Background: an optimization exercise with open tools, aiming at small area, a short achievable clock period and few clock cycles per item. Do not read the settings as production practice.
The RTL was checked by simulation tests, not by an equivalence proof against the original design.
Power is estimated from default activity; no workload was simulated.

## run A
// fnv1a_hashed_bucket_table_unit
module fnv1a_hashed_bucket_table_unit #(
  parameter int TABLE_DEPTH     = fhbt_pkg::TABLE_DEPTH_DEF,
  parameter int VALUE_WIDTH     = fhbt_pkg::VALUE_WIDTH_DEF,
  parameter int MAX_NAME_LENGTH = fhbt_pkg::MAX_NAME_LENGTH_DEF
) (
  input  logic                         clk_i,
  input  logic                         rst_ni,
  input  logic                         start_i,
  output logic                         busy_o,
  input  logic [fhbt_pkg::CMD_W-1:0]   command_i,
  input  logic [fhbt_pkg::BYTE_W-1:0]  name_byte_i,
  input  logic                         name_last_i,
  input  logic [fhbt_pkg::NV_W-1:0]    new_value_i,
  input  logic                         table_entries_we_i,
  input  logic [fhbt_pkg::TE_W-1:0]    table_entries_i,
  output logic                         done_o,
  output logic                         status_o,
  output logic [fhbt_pkg::FOUND_W-1:0] found_value_o,
  output logic [fhbt_pkg::SLOT_W-1:0]  slot_index_o,
  output logic [fhbt_pkg::COUNT_W-1:0] entry_count_o
);
Size: ~6600 cells after synthesis, about 2800 flip-flops, about 0.11 mm2 of cells after synthesis.
clock: 6.5 ns
lec_check: 0
abc_clock_period_in_ps: 3000
cap_margin: 20
core_margin: 2
core_utilization: 40
cts_buf_list: sky130_fd_sc_hd__clkbuf_16
cts_cluster_diameter: 100
cts_cluster_size: 22
place_density: 0.6
setup_slack_margin: 3.3
slew_margin: 20
run.sh (not shown) runs the stock make flow with config.mk's settings and CLKGATE_MAP_FILE= SYNTH_SCRIPT=/design/flow/synth_recipe.tcl, a recipe that flattens the netlist after the stock synthesis.
Run A: flow completed, timing, DRC and antenna clean
Testbench counts of run A, summed over its fixed seeds: cycles 11,722, items 1,288.
diff inputs: run A => run B
Settings: SETUP_SLACK_MARGIN: 3.3 -> 3.5.
### Flow results
Diff run A -> run B: global routing usage summed across all routing layers went up, core utilization higher, number of filler instances in the final layout went down by 115, sum of routed wire length over all layers went up about 2.4%, required time of the critical path grew by 40 ps.
Combinational share of power: higher on run B
Inputs modified between run B and run C:
Settings: SETUP_SLACK_MARGIN now 3.1, was 3.5.
Results
Run C vs run B, utilization after layout went down by 0.55 points. Taking run B as the reference, in run C initial antenna violation count went up by 4, final weighted congestion of routability-driven global placement -about 1.5%. The clock power share number comes out higher for run C vs run B.
Edits applied to the flow inputs when going from run C to run D:
Settings: changing SETUP_SLACK_MARGIN from 3.1 to 3.3; changing CTS_CLUSTER_SIZE from 22 to 26.
==> comparison <==
Maximum cell stage delay along the critical path (higher): run D
Cmp run C and run D / global-route usage / lower: run D
On final standard cell area without fillers, run C and run D are neck and neck.
Diff run C -> run D | depth of the worst register-to-register path | decrease of 7
Of run C and run D, the run reporting the lower shortest period the worst path allows was run D.
For final core area utilization, run D and run C come out practically identical.
Compared run D against run C; register area within noise.
Re critical path depth: run D is 2 up on run C.
In run D relative to run C, number of antenna violations at the first check in global routing had gone up by a little under 10%.

* * *

rev 12:
Another version of the RTL of fnv1a_hashed_bucket_table_unit (not shown whole).
For scale: about 6600 cells after synthesis, about 2900 flip-flops.
clock: 6.5 ns
lec_check: 0
abc_clock_period_in_ps: 3000
cap_margin: 20
core_margin: 2
core_utilization: 40
cts_buf_list: sky130_fd_sc_hd__clkbuf_16
cts_cluster_diameter: 100
cts_cluster_size: 22
place_density: 0.6
setup_slack_margin: 3.1
slew_margin: 20
Both conditions hold for rev 12: the flow ran to the end and the final layout passed the timing, DRC and antenna checks.
Testbench counts of rev 12, summed over its fixed seeds: cycles 11,678, items 1,288.
What rev 13 does differently from rev 12 at the input level:
- ABC_AREA now 1, previously not set
Findings:
Run comparison: rev 13 timing startpoint of the critical path u_datapath.sel[62]; rev 12 timing startpoint of the critical path u_datapath.sel[32]
Diff rev 12 and rev 13: share of power burned in combinational logic higher in rev 13
The critical path capture point comes out u_datapath.found_value_o[9] in one run and u_datapath.mem_q[62][10] in the other, namely in rev 12 and rev 13 respectively.
In rev 13, routed metal-1 wire length is higher than in rev 12.
Taking rev 12 as the reference, in rev 13 part of the power in the clock network decreased 1.1 points; per-cell routed wire length saw a decrease; critical path depth dropped 1.
Against rev 12, rev 13 comes in 10% lower on vias per cell.
Comparing rev 12 and rev 13, the lower sequential power is on rev 12.

* * *

Another version of the RTL of fnv1a_hashed_bucket_table_unit (not shown whole).
Size in the first run: ~2800 flip-flops, roughly 120 I/O pins.
==> flow/config.mk <==
export PLATFORM = sky130hd
export DESIGN_NAME = fnv1a_hashed_bucket_table_unit
export DESIGN_NICKNAME = fnv1a_hashed_bucket_table_unit
export VERILOG_FILES = /design/flow/design.v
export SDC_FILE = /design/flow/constraint.sdc
export NUM_CORES = 4
export LEC_CHECK = 0
export ABC_CLOCK_PERIOD_IN_PS = 3000
export CAP_MARGIN = 20
export CORE_MARGIN = 2
export CORE_UTILIZATION = 40
export PLACE_DENSITY = 0.6
export SETUP_SLACK_MARGIN = 3.0
export SLEW_MARGIN = 20
==> flow/constraint.sdc <==
create_clock -name core_clock -period 6.5 [get_ports {clk_i}]
set_input_delay 1.3000 -clock core_clock [delete_from_list [all_inputs] [get_ports {clk_i}]]
set_output_delay 1.3000 -clock core_clock [all_outputs]
set_load 0.01 [all_outputs]
Testbench counts at the start, summed over its fixed seeds: cycles 11,678, items 1,288.
==> next run, changes <==
- CORE_UTILIZATION: 40 -> 45
- CTS_BUF_LIST: unset -> sky130_fd_sc_hd__clkbuf_8
- CTS_CLUSTER_SIZE: unset -> 20
- SETUP_SLACK_MARGIN: 3.0 -> 3.3
Effect: The changed run completed with no timing, DRC or antenna violations; hold slack is worse by 0.18 ns; routed wire length hardly moves; final area is lower by 0.65%; die area falls by 11%; total power came out lower by 3.5%.

==> static timing again, ports no longer ideal <==
The results above use ideal ports. As a check the final layouts listed here were re-extracted and re-timed, cells and wires unchanged. Step 1 assumes that a clkbuf_16 drives the clock port and a buf_2 every other input. Step 2 times the ports against the registers' clock, not the clock port: input delays grow and output delays shrink by t, the midpoint of the rising clock arrivals with the driver on. Three values: no drivers, after step 1, after step 2; two values: the first two.
run	t, ns	setup WS [ns]	slew at the worst register clock pin (ns)
run A	0.932	3.154 / 3.154 / 3.025	0.10 / 0.10
run B	0.942	3.149 / 3.149 / 2.956	0.10 / 0.10
run C	0.944	2.951 / 2.887 / 2.691	0.10 / 0.10
run D	0.916	3.127 / 3.127 / 3.012	0.11 / 0.11
rev 12	0.932	2.945 / 2.945 / 2.805	0.10 / 0.10
rev 13	0.965	2.967 / 2.967 / 2.967	0.10 / 0.10
the first run of note 3	0.949	2.811 / 2.811 / 2.811	0.07 / 0.07
the second run of note 3	1.190	2.980 / 2.980 / 2.799	0.07 / 0.07
After both steps setup and hold are still met in every run listed. The setup slack of run C, which loses most, moves by -0.064 ns with the drivers and by -0.260 ns with both steps.
